This design comes from an exercise in tuning for small area, a short achievable clock period and few clock cycles per item on the open sky130 flow, not from production work.
RTL that was checked went through simulation tests only; none was proved equivalent to the original.

run 1:
// scalar_kalman_filter
module scalar_kalman_filter
(
    input  wire                       i_clk,
    input  wire                       i_rst_n,
    input  wire                       i_cfg_valid,
    output logic                      o_cfg_ready,
    input  wire       [CFG_IDX_W-1:0] i_cfg_index,
    input  wire       [CFG_DAT_W-1:0] i_cfg_data,
    input  wire                       i_in_valid,
    output logic                      o_in_ready,
    input  wire signed [SAMPLE_W-1:0] i_in_sample,
    output logic                      o_out_valid,
    input  wire                       i_out_ready,
    output logic signed [EST_W-1:0]   o_out_estimate,
    output logic       [GAIN_W-1:0]   o_out_gain
);
Settings: LEC_CHECK=0, CAP_MARGIN=20, CORE_MARGIN=2, CORE_UTILIZATION=40, SLEW_MARGIN=20; clock period 12.0 ns.
run.sh (not shown) runs the stock make flow with config.mk's settings and CLKGATE_MAP_FILE= SYNTH_SCRIPT=/design/flow/synth_recipe.tcl, a recipe that flattens the netlist after the stock synthesis.
Run 1: full flow OK, the timing, design-rule and antenna checks passed
Relative to run 1, the following input files were edited for run 2:
==> flow/flow/run.sh (new file) <==
#!/bin/bash
# Standard layout, with timing repair aiming for a setup slack of 7 ns at the design's clock
# period (the clock and constraints are unchanged).
set -euo pipefail
bash standard.sh SETUP_SLACK_MARGIN=7 finish > standard.log 2>&1
==> flow/standard.sh (new file) <==
#!/bin/bash
# synth_recipe.tcl (not shown) runs the flow's synth.tcl, then flattens the netlist and writes it again
# the make line also repeats each setting of config.mk as NAME=value (left out here)
make -C /OpenROAD-flow-scripts/flow DESIGN_CONFIG=/design/flow/config.mk WORK_HOME=/design/flow/orfs CLKGATE_MAP_FILE= SYNTH_SCRIPT=/design/flow/synth_recipe.tcl "${@:-finish}"
removed: flow/run.sh
- For run 1 and run 2, there was not a single run that failed to finish clean.
- Run 1 → run 2: area of combinational cells with multiple inputs held, half-perimeter wire length of the detailed placement result held.
- Run 1 -> run 2: clock network area share flat
- Run 2 vs. run 1: non-clock buffer total of the final layout shows an increase of 2, global-route usage shows no meaningful change.
diff inputs: run 2 => run 3
==> flow/flow/run.sh <==
#!/bin/bash
# Standard layout, with timing repair aiming for a setup slack of 8 ns at the design's clock
# period (the clock and constraints are unchanged).
set -euo pipefail
bash standard.sh SETUP_SLACK_MARGIN=8 finish > standard.log 2>&1
## What came out
- Run 3 closes out successfully: all stages finished, all timing, DRC and antenna checks passed.
- The core of run 3 is more densely filled than that of run 2.
- On x dimension of the die, run 3 tracks run 2 almost exactly.
- Taking run 2 as the reference point, the final critical-path share of the clock period of run 3 falls by 3.7 points.
- Taking run 2 as 1.0, run 3 lands at 1.16 on number of DRC markers in iteration 0.
- Of run 3 and run 2, it is run 3 that has the higher aggregate global-route resource usage.
- | overall routed net length | higher: run 3 |
- Layout filler cell count (lower): run 3
- Compare run 2 and run 3 | count of clock-buffer cells in the layout lower: run 3
No functional check of the RTL was part of any run of this note.


== build 1 ==
scalar_kalman_filter, a different RTL version from the one above (not shown whole).
Size in the first run: about 4000 cells after synthesis, about 380 flip-flops, roughly 100 I/O pins, roughly 35000 um^2 of cells after synthesis.
==> flow/config.mk <==
export PLATFORM = sky130hd
export DESIGN_NAME = scalar_kalman_filter
export DESIGN_NICKNAME = scalar_kalman_filter
export VERILOG_FILES = /design/flow/design.v
export SDC_FILE = /design/flow/constraint.sdc
export NUM_CORES = 4
export LEC_CHECK = 0
export CAP_MARGIN = 20
export CORE_MARGIN = 2
export CORE_UTILIZATION = 40
export CTS_BUF_LIST = sky130_fd_sc_hd__clkbuf_4 sky130_fd_sc_hd__clkbuf_8
export SLEW_MARGIN = 20
==> flow/constraint.sdc <==
create_clock -name core_clock -period 12.0 [get_ports {i_clk}]
set_input_delay 2.4000 -clock core_clock [delete_from_list [all_inputs] [get_ports {i_clk}]]
set_output_delay 2.4000 -clock core_clock [all_outputs]
set_load 0.01 [all_outputs]
standard.sh (not shown) runs the stock make flow with config.mk's settings and CLKGATE_MAP_FILE= SYNTH_SCRIPT=/design/flow/synth_recipe.tcl, a recipe that flattens the netlist after the stock synthesis.
==> flow/flow/run.sh <==
#!/bin/bash
# Standard layout (the standard.sh, unchanged synthesis), with timing repair aiming for
# 7.5 ns of setup slack at the design's clock period, and plain buffers on the ports.
# The clock and constraints are unchanged.
set -euo pipefail
bash standard.sh SETUP_SLACK_MARGIN=7.5 'BUFFER_PORTS_ARGS=-buffer_cell sky130_fd_sc_hd__buf_2' finish > standard.log 2>&1
Build 1 did not stop at any stage, and its layout met the timing, design-rule and antenna checks.
Testbench counts of build 1, summed over its fixed seeds: cycles 34,880, items 2,048.
The inputs of build 32 differ from those of build 1 as listed below.
# build 1
export LEC_CHECK = 0
export CAP_MARGIN = 20
export CORE_MARGIN = 2
export CORE_UTILIZATION = 40
export CTS_BUF_LIST = sky130_fd_sc_hd__clkbuf_4 sky130_fd_sc_hd__clkbuf_8
export SLEW_MARGIN = 20
create_clock -name core_clock -period 12.0 [get_ports {i_clk}]
# build 32
export LEC_CHECK = 0
export CAP_MARGIN = 20
export CORE_MARGIN = 2
export CORE_UTILIZATION = 40
export GPL_ROUTABILITY_DRIVEN = 0
export PLACE_DENSITY = 0.75
export SLEW_MARGIN = 20
create_clock -name core_clock -period 12.0 [get_ports {i_clk}]
## What came out
Utilization build 1 -> build 32: down. Going from build 1 to build 32, the timing-limited maximum frequency was found to have gone down by 1.8%. Compared with build 1, in build 32 final wirelength lost 4.8%; minimum clock period after layout picked up an extra 0.083 ns; maximum number of pins on one net before global-route repair lost 3.9%.
> inputs changed (build 32 -> build 21)
# build 32
export LEC_CHECK = 0
export CAP_MARGIN = 20
export CORE_MARGIN = 2
export CORE_UTILIZATION = 40
export GPL_ROUTABILITY_DRIVEN = 0
export PLACE_DENSITY = 0.75
export SLEW_MARGIN = 20
create_clock -name core_clock -period 12.0 [get_ports {i_clk}]
# build 21
export LEC_CHECK = 0
export CAP_MARGIN = 20
export CORE_MARGIN = 2
export CORE_UTILIZATION = 40
export CTS_BUF_LIST = sky130_fd_sc_hd__clkbuf_8
export SLEW_MARGIN = 20
create_clock -name core_clock -period 12.0 [get_ports {i_clk}]
==> comparison <==
Build 21: full flow OK, the timing, design-rule and antenna checks passed
Summary of the comparison: number of detailed-route iterations in the first pass is higher in build 21, relative to build 32.
First-pass GRT wire length on build 21 is behind build 32.
Relative to build 32, worst slew slack as a fraction of its limit has increased by 6.8 points in build 21.
Between build 21 and build 32, it is build 21 whose clock buffer count in the final layout is higher, by 20.
Per the comparison of build 21 with build 32, layout overhead on the synthesized area has increased, routed via count divided by cell count went down by about 3.3%, slew at the pin with the worst max-slew slack lost 0.10 ns.
Between build 32 and build 21, the final design instance area without fill figures differ only marginally.
Compared build 32 against build 21.
For build 21, the highest-delay cell along the critical path was a2111oi_0, unlike build 32, where it was nor2_1.
Detailed route, build 21 vs build 32: via total lower for build 21
[inputs] build 62 vs build 21
# build 21
export LEC_CHECK = 0
export CAP_MARGIN = 20
export CORE_MARGIN = 2
export CORE_UTILIZATION = 40
export CTS_BUF_LIST = sky130_fd_sc_hd__clkbuf_8
export SLEW_MARGIN = 20
create_clock -name core_clock -period 12.0 [get_ports {i_clk}]
# build 62
export LEC_CHECK = 0
export CAP_MARGIN = 20
export CORE_MARGIN = 2
export CORE_UTILIZATION = 40
export SLEW_MARGIN = 20
create_clock -name core_clock -period 12.0 [get_ports {i_clk}]
==> flow/flow/run.sh <==
#!/bin/bash
# Standard layout (the standard.sh, unchanged synthesis), with timing repair aiming for
# 7.0 ns of setup slack at the design's clock period, and plain buffers on the ports.
# The clock and constraints are unchanged.
set -euo pipefail
bash standard.sh SETUP_SLACK_MARGIN=7.0 'BUFFER_PORTS_ARGS=-buffer_cell sky130_fd_sc_hd__buf_2' finish > standard.log 2>&1
Results
Looking at total via count after detailed routing, build 62 sits 1.8% lower than build 21 does.
Wire length of the first global-routing pass in build 62 is 4800 um below build 21.
The higher worst-skew pair later-pin latency of build 21 and build 62 is in build 21.
Build 21 -> build 62: flip-flop and latch area flat
Taking build 21 as the reference, in build 62 final setup slack of the worst path went down, number of buffers and inverters on the critical path went up, post-detailed-placement half-perimeter wirelength did not really move, final core utilization went down.

-- port drivers added, routing unchanged --
No port has a modelled driver above. Below, the same layouts with a new extraction and two added sets of constraints. Step 1: set_driving_cell puts a clkbuf_16 on i_clk and a buf_2 on each other input, an assumption about the parent block. Step 2 adds t to the input delays and takes it off the output delays; t is the mean of the earliest and latest rising clock arrival at the registers after step 1. Input paths then give back, and output paths get back, about the clock's delay inside the block. a / b / c = ideal / step 1 / step 2; a / b = the first two.
run | shift t [ns] | setup slack, ns | worst register clock-pin slew, ns | pins driven straight from the clock port
run 1 | 0.684 | 6.538 / 6.538 / 6.538 | 0.07 / 0.07 | 1
run 2 | 0.683 | 7.255 / 7.255 / 7.255 | 0.07 / 0.07 | 1
run 3 | 0.686 | 7.704 / 7.704 / 7.578 | 0.07 / 0.07 | 1
build 1 | 0.766 | 7.558 / 7.558 / 6.934 | 0.07 / 0.07 | 1
build 32 | 0.641 | 7.475 / 7.475 / 7.006 | 0.07 / 0.07 | 1
build 21 | 0.762 | 7.599 / 7.599 / 6.973 | 0.07 / 0.07 | 1
build 62 | 0.682 | 7.225 / 7.225 / 6.754 | 0.07 / 0.07 | 1
After both steps every run listed still meets setup and hold. For build 21, which loses most, drivers alone change the setup slack by 0.000 ns; drivers and shift together by -0.626 ns.
